From an optimization exercise on the open Yosys and OpenROAD flow, aimed at small area; shortcuts taken in it are not production practice. At most, simulation tests tie the RTL to the original design; equivalence was not proved. No activity file was given, so power comes from the tool's default toggle rates.

==> run K: inputs <==
==> flow/design.v <==
module memwb_port (
  input  logic p, we, x, wen,
  output logic y
);
  assign y = ~((p | we) & (x | wen));
endmodule
module memwb_aoi222 (
  input  logic s0, d0, s1, d1, s2, d2,
  output logic y
);
  assign y = ~((s0 & d0) | (s1 & d1) | (s2 & d2));
endmodule
module memwb_oai22 (
  input  logic sn0, d0, sn1, d1,
  output logic y
);
  assign y = ~((sn0 | d0) & (sn1 | d1));
endmodule
module memwb_nand4 (
  input  logic a, b, c, d,
  output logic y
);
  assign y = ~(a & b & c & d);
endmodule
module memwb_or4 (
  input  logic a, b, c, d,
  output logic y
);
  assign y = a | b | c | d;
endmodule
module memwb_rdbit (
  input  logic [11:0] s,
  input  logic [11:0] d,
  input  logic [11:0] sn,
  input  logic [11:0] dn,
  output logic        y
);
  logic [3:0] n;   
  logic [5:0] p;   
  for (genvar i = 0; i < 4; i++) begin : g_n
    memwb_aoi222 u_n (
      .s0(s[3 * i]), .d0(d[3 * i]), .s1(s[3 * i + 1]), .d1(d[3 * i + 1]),
      .s2(s[3 * i + 2]), .d2(d[3 * i + 2]), .y(n[i])
    );
  end
  for (genvar i = 0; i < 6; i++) begin : g_p
    memwb_oai22 u_p (
      .sn0(sn[2 * i]), .d0(dn[2 * i]), .sn1(sn[2 * i + 1]), .d1(dn[2 * i + 1]), .y(p[i])
    );
  end
  logic a, o;
  memwb_nand4 u_a (.a(n[0]), .b(n[1]), .c(n[2]), .d(n[3]), .y(a));
  memwb_or4   u_o (.a(p[0]), .b(p[1]), .c(p[2]), .d(p[3]), .y(o));
  memwb_or4   u_y (.a(o), .b(p[4]), .c(p[5]), .d(a), .y(y));
endmodule
module memwb_tapdec (
  input  logic [5:0]  addr,
  input  logic [5:0]  rot,
  output logic [21:0] hit
);
  logic [5:0] h, g, p;
  logic [1:0] e0;           
  logic [3:0] e [1:5];      
  assign h = addr ^ rot;
  assign g = addr & rot;
  assign p = addr | rot;
  assign e0[0] = ~h[0];
  assign e0[1] = h[0];
  for (genvar i = 1; i < 6; i++) begin : g_e
    assign e[i][0] = ~(h[i] ^ p[i - 1]);    
    assign e[i][1] = ~(h[i] ^ g[i - 1]);    
    assign e[i][2] = (h[i] ^ p[i - 1]);     
    assign e[i][3] = (h[i] ^ g[i - 1]);     
  end
  for (genvar k = 0; k < 22; k++) begin : g_hit
    localparam logic [5:0] K = 6'(3 * k);
    assign hit[k] = e0[K[0]] & e[1][{K[1], K[0]}] & e[2][{K[2], K[1]}] &
                    e[3][{K[3], K[2]}] & e[4][{K[4], K[3]}] & e[5][{K[5], K[4]}];
  end
endmodule
module memwb_stage (
  input  logic         clk,
  input  logic         reset,
  input  logic [3:0]   ctrl_MEM,
  input  logic [31:0]  ALU_out_MEM,
  input  logic [31:0]  write_data_MEM,
  input  logic [4:0]   reg_dst_MEM,
  output logic         mem_stall,
  output logic [1:0]   ctrl_WB,
  output logic [31:0]  read_data_WB,
  output logic [31:0]  ALU_out_WB,
  output logic [4:0]   reg_dst_WB,
  output logic         misalign_WB
);
  localparam int NT = 22;   
  logic [31:0] ring [64];
  logic [5:0]  rot;
  logic        b1, b2;
  logic        wb_pend;
  logic [5:0]  wb_addr;
  logic [5:0]  wb_slot;    
  logic [31:0] wb_data;
  logic [1:0]  ctrl_wb_q;
  logic        misalign_wb_q;
  logic [31:0] read_data_wb_q;
  logic [31:0] alu_out_wb_q;
  logic [4:0]  reg_dst_wb_q;
  logic          access, misal, stall, commit, st_commit, byp, drain;
  logic [5:0]    addr;
  logic [NT-1:0] we, wen;
  logic          hsel, bsel, tapok, anyhit;
  logic [NT-1:0] hit, tsel;
  logic [31:0]   wd_pos, wd_neg, rdata;
  logic [NT*32-1:0] port_y;
  genvar pk, pb, b, i;
  always_comb begin
    access    = ctrl_MEM[1] | ctrl_MEM[0];
    misal     = access & (ALU_out_MEM[1:0] != 2'b00);
    stall     = b1 | (~b2 & access);
    commit    = ~stall & ~reset;
    st_commit = commit & ctrl_MEM[0] & ~misal;
    addr      = ALU_out_MEM[7:2];
    byp       = wb_pend & (wb_addr == addr);
    for (int k = 0; k < NT; k++) begin
      we[k]   = (wb_slot == 6'(3 * k)) & wb_pend;
    end
    wen    = ~we;
    drain  = |we;
    anyhit = |hit;
    tapok  = ~byp & ~misal;
    tsel   = hit & {NT{tapok}};
    bsel   = byp & ~misal;
    hsel   = ~anyhit & ~byp & ~misal;
    wd_pos = wb_data;
    wd_neg = ~wb_data;
  end
  memwb_tapdec u_dec (.addr(addr), .rot(rot), .hit(hit));
  for (b = 0; b < 32; b++) begin : g_rd
    logic [11:0] s, d, sn, dn;
    for (i = 0; i < 11; i++) begin : g_t
      assign s[i]  = tsel[2 * i];
      assign d[i]  = ring[6 * i][b];
      assign sn[i] = ~tsel[2 * i + 1];
      assign dn[i] = ring[6 * i + 3][b];
    end
    assign s[11]  = hsel;
    assign d[11]  = read_data_wb_q[b];
    assign sn[11] = ~bsel;
    assign dn[11] = wd_neg[b];
    memwb_rdbit u_rd (.s(s), .d(d), .sn(sn), .dn(dn), .y(rdata[b]));
  end
  for (pk = 0; pk < NT; pk++) begin : g_port
    for (pb = 0; pb < 32; pb++) begin : g_bit
      memwb_port u_p (
        .p(ring[(3 * pk + 63) % 64][pb]), .we(we[pk]),
        .x(pk % 2 == 1 ? wd_pos[pb] : wd_neg[pb]), .wen(wen[pk]),
        .y(port_y[32 * pk + pb])
      );
    end
  end
  always_ff @(posedge clk) begin
    rot <= rot + 6'd1;
    for (int j = 0; j < 64; j++) begin
      if (j % 3 == 0) ring[j] <= port_y[32 * (j / 3) +: 32];
      else            ring[j] <= ring[(j + 63) % 64];
    end
    wb_pend <= st_commit | (wb_pend & ~drain);
    wb_slot <= st_commit ? addr + rot + 6'd2 : wb_slot + 6'd1;
    if (st_commit) begin
      wb_addr <= addr;
      wb_data <= write_data_MEM;
    end
    b1 <= ~reset & ~b1 & ~b2 & access;
    b2 <= ~reset & b1;
    ctrl_wb_q      <= commit ? ctrl_MEM[3:2] : 2'b00;
    misalign_wb_q  <= commit & misal;
    read_data_wb_q <= rdata;
    alu_out_wb_q   <= ALU_out_MEM;
    reg_dst_wb_q   <= reg_dst_MEM;
  end
  assign mem_stall    = stall;
  assign ctrl_WB      = ctrl_wb_q;
  assign read_data_WB = read_data_wb_q;
  assign ALU_out_WB   = alu_out_wb_q;
  assign reg_dst_WB   = reg_dst_wb_q;
  assign misalign_WB  = misalign_wb_q;
endmodule
==> flow/flow/run.sh <==
#!/bin/bash
# The standard layout, with three changes: ports are buffered with the
# smallest buffer; after the floorplan, the ring's flip-flops are placed in
# regular lanes (flow/place_ring.tcl) before the standard placement places the
# rest; and clock tree synthesis uses clkbuf_8 clusters under a clkbuf_16
# root, without dummy loads.
set -euo pipefail
export BUFFER_PORTS_ARGS="-buffer_cell sky130_fd_sc_hd__buf_1"
export CTS_ARGS="-sink_clustering_enable -repair_clock_nets -buf_list sky130_fd_sc_hd__clkbuf_8 -sink_clustering_size 18 -sink_clustering_max_diameter 50 -dont_use_dummy_load -root_buf sky130_fd_sc_hd__clkbuf_16"
R=orfs/results/sky130hd/memwb_stage/base
bash standard.sh floorplan > standard_floorplan.log 2>&1
PLACE_IN=$R/2_floorplan.odb PLACE_OUT=$R/2_floorplan_ring.odb \
  openroad -no_init -exit flow/place_ring.tcl > place_ring.log 2>&1
mv $R/2_floorplan_ring.odb $R/2_floorplan.odb
bash standard.sh > standard_flow.log 2>&1
==> flow/flow/place_ring.tcl <==
# Place the ring's flip-flops in lanes: bit b of the 64 word slots goes to
# rows 3b+1 (slots 0..31, left to right) and 3b+2 (slots 63..32, left to
# right), so that the ring closes at both ends and each slot's 32 bits share
# one column. Rows 0, 3b+3 and the rows above the lanes are left to the other
# cells. The flip-flops are fixed; the standard flow places the rest.
set in  $::env(PLACE_IN)
set out $::env(PLACE_OUT)
read_db $in
set block [ord::get_db_block]
set rows [lsort -command {apply {{a b} {expr {[lindex [$a getOrigin] 1] - [lindex [$b getOrigin] 1]}}}} [$block getRows]]
set site_w [[[lindex $rows 0] getSite] getWidth]

# blocked x intervals per row (the tap cells placed by the floorplan)
array set blocked {}
foreach inst [$block getInsts] {
  if {![$inst isPlaced]} continue
  set bb [$inst getBBox]
  set y [$bb yMin]
  lappend blocked($y) [list [$bb xMin] [$bb xMax]]
}

proc place_row {row names} {
  global blocked site_w block
  set ox [lindex [$row getOrigin] 0]
  set y [lindex [$row getOrigin] 1]
  set xmax [expr {$ox + [$row getSiteCount] * $site_w}]
  set obs {}
  if {[info exists blocked($y)]} { set obs [lsort -integer -index 0 $blocked($y)] }
  set x $ox
  foreach name $names {
    set inst [$block findInst $name]
    if {$inst == "NULL"} { error "no instance $name" }
    set w [[$inst getMaster] getWidth]
    set moved 1
    while {$moved} {
      set moved 0
      foreach o $obs {
        if {$x < [lindex $o 1] && $x + $w > [lindex $o 0]} {
          set x [lindex $o 1]
          set moved 1
        }
      }
    }
    if {$x + $w > $xmax} { error "row at y=$y overflows" }
    $inst setOrient [$row getOrient]
    $inst setLocation $x $y
    $inst setPlacementStatus FIRM
    set x [expr {$x + $w}]
  }
}

for {set b 0} {$b < 32} {incr b} {
  set a {}
  set c {}
  for {set j 0} {$j < 32} {incr j} { lappend a "ring\\\[$j\\\]\\\[$b\\\]\$_DFF_P_" }
  for {set j 63} {$j >= 32} {incr j -1} { lappend c "ring\\\[$j\\\]\\\[$b\\\]\$_DFF_P_" }
  place_row [lindex $rows [expr {3 * $b + 1}]] $a
  place_row [lindex $rows [expr {3 * $b + 2}]] $c
}
write_db $out
==> flow/standard.sh <==
#!/bin/bash
# synth_recipe.tcl (not shown) runs the flow's synth.tcl, then flattens the netlist and writes it again
# the make line also repeats each setting of config.mk as NAME=value (left out here)
make -C /OpenROAD-flow-scripts/flow DESIGN_CONFIG=/design/flow/config.mk WORK_HOME=/design/flow/orfs CLKGATE_MAP_FILE= SYNTH_SCRIPT=/design/flow/synth_recipe.tcl "${@:-finish}"
==> flow/config.mk <==
export PLATFORM = sky130hd
export DESIGN_NAME = memwb_stage
export DESIGN_NICKNAME = memwb_stage
export VERILOG_FILES = /design/flow/design.v
export SDC_FILE = /design/flow/constraint.sdc
export NUM_CORES = 4
export LEC_CHECK = 0
export CAP_MARGIN = 20
export CORE_MARGIN = 2
export CORE_UTILIZATION = 60
export CTS_BUF_LIST = sky130_fd_sc_hd__clkbuf_8
export CTS_CLUSTER_DIAMETER = 60
export CTS_CLUSTER_SIZE = 20
export SLEW_MARGIN = 20
export SYNTH_HIERARCHICAL = 1
==> flow/constraint.sdc <==
create_clock -name core_clock -period 3.5 [get_ports {clk}]
set_input_delay 0.7000 -clock core_clock [delete_from_list [all_inputs] [get_ports {clk}]]
set_output_delay 0.7000 -clock core_clock [all_outputs]
set_load 0.01 [all_outputs]
==> inputs of run P, as changes to run K <==
--- a/flow/design.v
+++ b/flow/design.v
@@ -108,7 +108,10 @@
   logic          access, misal, stall, commit, st_commit, byp, drain;
   logic [5:0]    addr;
   logic [NT-1:0] we, wen;
-  logic          hsel, bsel, tapok, anyhit;
+  logic          hsel, bsel, tapok;
+  logic          attap_q, attap_d;   
+  logic [5:0]    slot;
+  logic [3:0]    wsum;
   logic [NT-1:0] hit, tsel;
   logic [31:0]   wd_pos, wd_neg, rdata;
   logic [NT*32-1:0] port_y;
@@ -126,11 +129,14 @@
     end
     wen    = ~we;
     drain  = |we;
-    anyhit = |hit;
+    slot  = addr + rot;
+    wsum  = 4'(slot[0]) + 4'(slot[2]) + 4'(slot[4]) +
+            4'({slot[1], 1'b0}) + 4'({slot[3], 1'b0}) + 4'({slot[5], 1'b0});
+    attap_d = (slot == 6'd63) | (wsum == 4'd2) | (wsum == 4'd5) | (wsum == 4'd8);
     tapok  = ~byp & ~misal;
     tsel   = hit & {NT{tapok}};
     bsel   = byp & ~misal;
-    hsel   = ~anyhit & ~byp & ~misal;
+    hsel   = (b1 | b2) & ~attap_q & ~byp & ~misal;
     wd_pos = wb_data;
     wd_neg = ~wb_data;
   end
@@ -175,6 +181,7 @@
     ctrl_wb_q      <= commit ? ctrl_MEM[3:2] : 2'b00;
     misalign_wb_q  <= commit & misal;
     read_data_wb_q <= rdata;
+    attap_q        <= attap_d;
     alu_out_wb_q   <= ALU_out_MEM;
     reg_dst_wb_q   <= reg_dst_MEM;
   end
==> flow/flow/run.sh (replaced) <==
#!/bin/bash
# The standard layout, with two changes: ports are buffered with the smallest
# buffer, and clock tree synthesis uses clkbuf_8 clusters under a clkbuf_16 root, without dummy loads.
set -euo pipefail
export BUFFER_PORTS_ARGS="-buffer_cell sky130_fd_sc_hd__buf_1"
export CTS_ARGS="-sink_clustering_enable -repair_clock_nets -buf_list sky130_fd_sc_hd__clkbuf_8 -sink_clustering_size 20 -sink_clustering_max_diameter 55 -dont_use_dummy_load -root_buf sky130_fd_sc_hd__clkbuf_16"
bash standard.sh > standard_flow.log 2>&1
removed: flow/flow/place_ring.tcl
==> inputs of run Y, as changes to run K <==
==> flow/flow/run.sh (replaced) <==
#!/bin/bash
# The standard layout, with three changes: ports are buffered with the
# smallest buffer; the buffers that timing-driven global placement adds while
# the placement is still rough are not kept (the later repair steps buffer and
# size from the final placement); and clock tree synthesis uses clkbuf_8
# clusters under a clkbuf_16 root, without dummy loads.
set -euo pipefail
export BUFFER_PORTS_ARGS="-buffer_cell sky130_fd_sc_hd__buf_1"
export GPL_KEEP_OVERFLOW=0
export CTS_ARGS="-sink_clustering_enable -repair_clock_nets -buf_list sky130_fd_sc_hd__clkbuf_8 -sink_clustering_size 20 -sink_clustering_max_diameter 55 -dont_use_dummy_load -root_buf sky130_fd_sc_hd__clkbuf_16"
bash standard.sh > standard_flow.log 2>&1
removed: flow/flow/place_ring.tcl
==> summary of the runs <==
Run Y finished with negative setup slack left. Run K passed the timing, design-rule and antenna checks. Run P went through all stages and came out clean. Between run Y and run P, the lower first-iteration DRC count is in run P (gap 3.3%, measured against run P). Die area: run P is higher than run K (about 0.3%). In run P the non-clock buffer count is higher than in run Y, by 72. In run Y the synthesized area is smaller than in run P, by 0.30%. Clock power is about the same in run Y and run K.
Only the layout flow was run in run K and run Y; the RTL was not checked for function there.

## afterwards: timing with drivers on the ports
In the flow no input, the clock included, has a driving cell. The finished layouts below were timed again as built, in two steps.
Step 1 sets driving cells, clkbuf_16 on the clock port and buf_2 on the other inputs (assumed; they add their load-dependent delay and slew).
Step 2 adds t to the input delays and takes it off the output delays; t is the mean of the earliest and latest rising clock arrival at the registers after step 1. Input paths then give back, and output paths get back, about the clock's delay inside the block.
a / b / c = ideal ports / drivers / drivers and shift; a / b = the first two.
| run | t (ns) | setup WS [ns] | worst data-port slew with drivers (ns) |
|---|---|---|---|
| run K | 0.759 | 0.242 / 0.242 / -0.315 | 0.12 |
| run P | 0.772 | 0.203 / 0.203 / -0.212 | 0.05 |
| run Y | 0.762 | -0.052 / -0.052 / -0.676 | 0.04 |
Met with ideal ports but missed after step 2: setup timing in run K and run P. For run Y, which loses most, drivers alone change the setup slack by 0.000 ns; drivers and shift together by -0.624 ns.
